This design comes from an exercise in tuning for small area, a short achievable clock period and few clock cycles per item on the open sky130 flow, not from production work.
At most, simulation tests tie the RTL to the original design; equivalence was not proved.
Only the layout flow was run in run 1; the RTL was not checked for function there.

==> flow/design.v, too long to show whole: its modules and the start of the top module <==
// module pe_requant: 1200 lines
// module pe_requant_fa: 10 lines
// module pe_requant_ha: 9 lines
module pe_requant #(
    parameter int ACC_W  = 32,
    parameter int MULT_W = 16,
    parameter int CNT_W  = 16
) (
    input  logic              clk,
    input  logic              rst_n,
    input  logic              in_valid,
    output logic              in_ready,
    input  logic [ACC_W-1:0]  in_acc,
    input  logic [ACC_W-1:0]  in_bias,
    input  logic              in_last,
    output logic              out_valid,
    input  logic              out_ready,
    output logic [7:0]        out_data,
    output logic              out_last,
    input  logic              cfg_we,
    input  logic [MULT_W-1:0] cfg_mult,
    input  logic [4:0]        cfg_shift,
    input  logic [7:0]        cfg_zp,
    output logic              busy,
    output logic [CNT_W-1:0]  out_count
);
  // ...
==> flow/flow/run.sh <==
#!/bin/bash
# Standard layout, with plain buffers (not delay buffers) on the ports and a
# clock tree without dummy loads.
export BUFFER_PORTS_ARGS="-buffer_cell sky130_fd_sc_hd__buf_1"
export CTS_ARGS="-sink_clustering_enable -repair_clock_nets -dont_use_dummy_load -sink_clustering_size 16 -sink_clustering_max_diameter 70 -buf_list {sky130_fd_sc_hd__clkbuf_8}"
bash standard.sh > standard.log 2>&1
==> flow/standard.sh <==
#!/bin/bash
# synth_recipe.tcl (not shown) runs the flow's synth.tcl, then flattens the netlist and writes it again
# the make line also repeats each setting of config.mk as NAME=value (left out here)
make -C /OpenROAD-flow-scripts/flow DESIGN_CONFIG=/design/flow/config.mk WORK_HOME=/design/flow/orfs CLKGATE_MAP_FILE= SYNTH_SCRIPT=/design/flow/synth_recipe.tcl "${@:-finish}"
==> flow/config.mk <==
export PLATFORM = sky130hd
export DESIGN_NAME = pe_requant
export DESIGN_NICKNAME = pe_requant
export VERILOG_FILES = /design/flow/design.v
export SDC_FILE = /design/flow/constraint.sdc
export NUM_CORES = 4
export LEC_CHECK = 0
export ABC_CLOCK_PERIOD_IN_PS = 4400
export CAP_MARGIN = 20
export CORE_MARGIN = 2
export CORE_UTILIZATION = 55
export CTS_BUF_LIST = sky130_fd_sc_hd__clkbuf_4 sky130_fd_sc_hd__clkbuf_8
export CTS_CLUSTER_SIZE = 30
export SETUP_SLACK_MARGIN = 5.0
export SLEW_MARGIN = 20
export SYNTH_HIERARCHICAL = 1
export SYNTH_MINIMUM_KEEP_SIZE = 0
==> flow/constraint.sdc <==
create_clock -name core_clock -period 9.0 [get_ports {clk}]
set_input_delay 1.8000 -clock core_clock [delete_from_list [all_inputs] [get_ports {clk}]]
set_output_delay 1.8000 -clock core_clock [all_outputs]
set_load 0.01 [all_outputs]
==> results.json, run 1 <==
{
  "final_cell_area_mm2": 0.0250,
  "use_met1_pct": 41.7,
  "multi_input_area_share_pct": 68.1,
  "area_share_clock_buf_inv_pct": 1.26,
  "final_util_pct": 59.7,
  "cts_hold_buf": 0,
  "clk_pin_slew_worst_paths_ns": 0.09,
  "die-width_um": 210,
  "drt_iter0_markers": 1740,
  "status": "finished clean",
  "first_global_vias": 19482,
  "avgSynthCellArea_um2": 9.75,
  "crit_arrival_ns": 4.80,
  "dp_cells": 2870,
  "numCtsBuffers": 23,
  "seq-cell-share_pct": 23.0,
  "largest_reg_flops": 49,
  "antenna_found_initial": 2,
  "crit_start": "s2_x[14]$_DFF_P_",
  "synth_most_common_cell": "xnor2_1",
  "crit_type": "reg2reg",
  "fillers": 3738,
  "finClkSkew_ns": 0.0977
}
==> run 2, diff against run 1 <==
--- a/flow/design.v
+++ b/flow/design.v
@@ -1080,32 +1080,36 @@
         sgn    = p[W-1];
         z_fix  = ~|p[48:39];
         o_fix  = &p[48:39];
         z_vlo  = ~|(p[23:8] & hmask[15:0]);
         o_vlo  = &(p[23:8] | ~hmask[15:0]);
         z_vhi  = ~|(p[38:24] & hmask[30:16]);
         o_vhi  = &(p[38:24] | ~hmask[30:16]);
     end
-    logic       r3_last, r3_sgn, r3_z, r3_o;
+    logic       r3_last, r3_sgn, r3_zfix, r3_ofix, r3_zvlo, r3_ovlo, r3_zvhi, r3_ovhi;
     logic [9:0] r3_win;
     always_ff @(posedge clk) begin
         r3_last <= s2_last;
         r3_sgn  <= sgn;
-        r3_z    <= z_fix && z_vlo && z_vhi;
-        r3_o    <= o_fix && o_vlo && o_vhi;
+        r3_zfix <= z_fix;
+        r3_ofix <= o_fix;
+        r3_zvlo <= z_vlo;
+        r3_ovlo <= o_vlo;
+        r3_zvhi <= z_vhi;
+        r3_ovhi <= o_vhi;
         r3_win  <= win;
     end
     logic signed [9:0] v;
     logic [7:0]        res;
     logic [8:0]        r3_dat;            
     always_comb begin
         v = $signed({r3_win[9], r3_win[9:1]}) + $signed({9'd0, r3_win[0]})
           + $signed({2'b00, cfg_zp_q});
-        if (!(r3_z || r3_o))
+        if (!((r3_zfix && r3_zvlo && r3_zvhi) || (r3_ofix && r3_ovlo && r3_ovhi)))
                                 res = r3_sgn ? 8'd0 : 8'd255;
         else if (v[9])          res = 8'd0;
         else if (v[8])          res = 8'd255;
         else                    res = v[7:0];
     end
     assign r3_dat = {r3_last, res};
     logic [NH-1:0] h_vld;                 
     logic [8:0]    h_dat [NH];
==> results.json, run 2 <==
{
  "diodes": 0,
  "ys_seq_area_share_pct": 25.5,
  "avgSynthCellArea_um2": 9.93,
  "multi_input_area_mm2": 0.0161,
  "drive_gt1_share_pct": 7.27,
  "max_cap_viol_count": 0,
  "synth_edf_count": 36,
  "status": "finished clean",
  "ys.flop_type": "dfxtp_1",
  "final_common_cell": "xnor2_1",
  "synthesis.nets": 2752,
  "cts_sinks": 255,
  "antenna_found_initial": 0,
  "drtAntennaViolNets": 0,
  "vias": 17505,
  "crit_arrival_ns": 2.17,
  "hold_path.class": "reg2reg",
  "synth_top_area_share_pct": 20.4,
  "synth_seq_cells": 255,
  "syn_to_final_growth_pct": 5.37,
  "yosys-top-cells-count": "xnor2_1, a22oi_1, fa_1",
  "grtUsageTotal_pct": 29.6,
  "synth_top_cell_by_area": "fa_1",
  "die-width_um": 208,
  "setup_viol": 0,
  "io_pins": 127,
  "async_flop_share_pct": 27.1,
  "largest_reg_flops": 49,
  "crit_start": "in_valid",
  "fmax_mhz": 252,
  "crit_type": "in2out",
  "fin_ws_ns": 5.03,
  "tritoncts": "built",
  "dr.max_layer_used": "met4",
  "reg.largest.list": "s2_x x49, s2_y x48, h_dat x36",
  "clk_pin_slew_worst_paths_ns": 0.08,
  "synth_most_common_cell": "xnor2_1",
  "tightest_slew_ns": 1.06,
  "grt_overflow_total": 0,
  "pre_cts_ws_ns": 4.36,
  "slew_violations": 0,
  "critPathRequiredTime_ns": 7.20,
  "die_area_mm2": 0.0431,
  "grt_max_degree": 70,
  "via_per_inst": 6.25,
  "met1Wirelength_um": 27100,
  "rsz0062_at_grt": "true",
  "totalWireLength_um": 64800,
  "clock_latency_ns": 0.61,
  "worstPathMaxFanout": 3,
  "hold_violations": 0,
  "synth_area_mm2": 0.0228,
  "fp.coreArea_mm2": 0.0408,
  "first_global_vias": 18206,
  "synth.area.top_cells": "fa_1, dfxtp_1, xnor2_1, a22oi_1, dfrtp_1",
  "ctsHtreeMaxLevel": 1,
  "hp-start": "s2_last$_DFF_P_",
  "ys_warn_count": 9,
  "fin_tns_setup_ns": 0,
  "stdcell_count": 2803,
  "fin_crit_sh_pct": 44.1,
  "top_register": "s2_x",
  "finClkSkew_ns": 0.0606,
  "drt_iter0_markers": 1590,
  "dr.pass1.iters": 7,
  "dp_cells": 2768,
  "endpoint_kind": "output port",
  "fillers": 3600,
  "grt_pass1_wl_um": 101000,
  "synthCells": 2295,
  "portBuffers": 126,
  "met3WireLength_um": 5470,
  "ys_types": 83,
  "gp_congestion": 0.884,
  "fin_crit_ns": 3.97,
  "cts_root_buf": "clkbuf_8",
  "slew_headroom_pct": 29.4,
  "drc_errors": 0,
  "wl_met2_um": 30300,
  "startpoint_type": "input port",
  "wl_per_cell_um": 23.1,
  "worstReg2RegStart": "bone[4]$_DFFE_PN0P_",
  "hpwl_um": 43000,
  "mostFrequentLayoutCells": "xnor2_1, a22oi_1, fa_1",
  "fin_nets": 2730,
  "seqCellArea_mm2": 0.00584,
  "rows": 74,
  "numCtsBuffers": 24,
  "die_h_um": 208,
  "clock_path_buffers": 3,
  "start_util_pct": 55.8
}
run 2: changes by cell type in the layout (fill, tap and decap cells not counted), sizes merged, moves of 8 or more:
cell,change
buf,-21
nor3,-19
xnor2,+17
o21a,-14
nand2,-10
nor2,-9
or3,-9
nand2b,-8
o221ai,-8
run 2: per-module statistics from Yosys (local to each module, per instance):
module         times used  flops+latches
pe_requant_fa         220              0
pe_requant              1            255
pe_requant_ha          18              0
run 2: worst paths after layout:
kind / endpoint / slack (ns) / cells past startpoint
max: busy / 5.03 / 4
min: r3_last$_DFF_P_ / 0.33 / 0
max reg2reg: s2_x[32]$_DFF_P_ / 5.12 / 6
min reg2reg: r3_last$_DFF_P_ / 0.33 / 0
max in group asynchronous: bone[1]$_DFFE_PN0P_ / 6.89 / 2
min in group asynchronous: cfg_zp_q[0]$_DFFE_PN0P_ / 1.40 / 2
run 2: cells by family (layout without fill, tap and decap cells):
| family | after synthesis | in the layout | synth area share, % |
|---|---|---|---|
| buffers and inverters | 294 | 270 | 4.85 |
| adders and majority gates | 359 | 359 | 27.4 |
| DFF | 255 | 255 | 25.5 |
| muxes | 43 | 43 | 2.38 |
| and+or+nand+nor | 420 | 420 | 8.58 |
| xor gates and xnor gates | 355 | 355 | 13.6 |
| AOI/OAI and AO/OA | 569 | 569 | 17.7 |
run 2: through the flow:
step	instance area (um2)	hold WS (ns)	util, %
2_1_floorplan	22800	0.310	-
3_3_place_gp	23400	0.310	57.3
6_report	24000	0.333	58.8
3_5_place_dp	23400	0.315	57.3
5_1_grt	24000	0.349	58.8
4_1_cts	23800	0.336	58.2
run 2: cell type report:
| type | count | share of cell area [%] |
|---|---|---|
| clock buffer | 24 | 1.38 |
| inverter | 88 | 1.39 |
| multi-input combinational | 1746 | 67.1 |
| sequential | 255 | 24.3 |
| tap | 532 | 2.77 |
| timing repair buffer | 158 | 3.01 |
run 2: what timing repair did:
item                       CTS  global route
buffers inserted             0            11
gates resized for setup      9            37
pin swaps                    0            18
hold buffers                 0             0
setup endpoints to repair   15            24
run 2: worst max-delay path, cell delays in order:
cell and delay, ns:
clkbuf_2 0.10, nor2_4 0.09, inv_1 0.05, buf_2 0.13
run 2: per-layer routing:
layer	global-route usage, %	vias up
li1	-	7884
met1	39.9	8657
met2	48.2	832
met3	5.72	132
met4	9.85	0
met5	0	-
Testbench counts of run 2, summed over its fixed seeds: cycles 11,268, items 10,948.

## port drivers added, routing unchanged
In the flow no input, the clock included, has a driving cell. The finished layouts below were timed again as built, in two steps. Step 1: set_driving_cell puts a clkbuf_16 on clk and a buf_2 on each other input, an assumption about the parent block. Step 2 adds t to the input delays and takes it off the output delays; t is the mean of the earliest and latest rising clock arrival at the registers after step 1. Input paths then give back, and output paths get back, about the clock's delay inside the block. Three values: ideal ports, drivers, drivers and shift; two values: the first two.
| run | shift t [ns] | setup slack, ns | worst hold slack (ns) | worst setup path at the end | latest minus earliest clock arrival (ns) |
|---|---|---|---|---|---|
| run 1 | 0.627 | 4.719 / 4.719 / 4.514 | 0.334 / 0.334 / 0.334 | input to register | 0.098 / 0.098 |
| run 2 | 0.629 | 5.028 / 5.002 / 4.592 | 0.333 / 0.333 / 0.333 | input to register | 0.064 / 0.065 |
After both steps setup and hold are still met in every run listed. The setup slack of run 2, which loses most, moves by -0.026 ns with the drivers and by -0.436 ns with both steps.
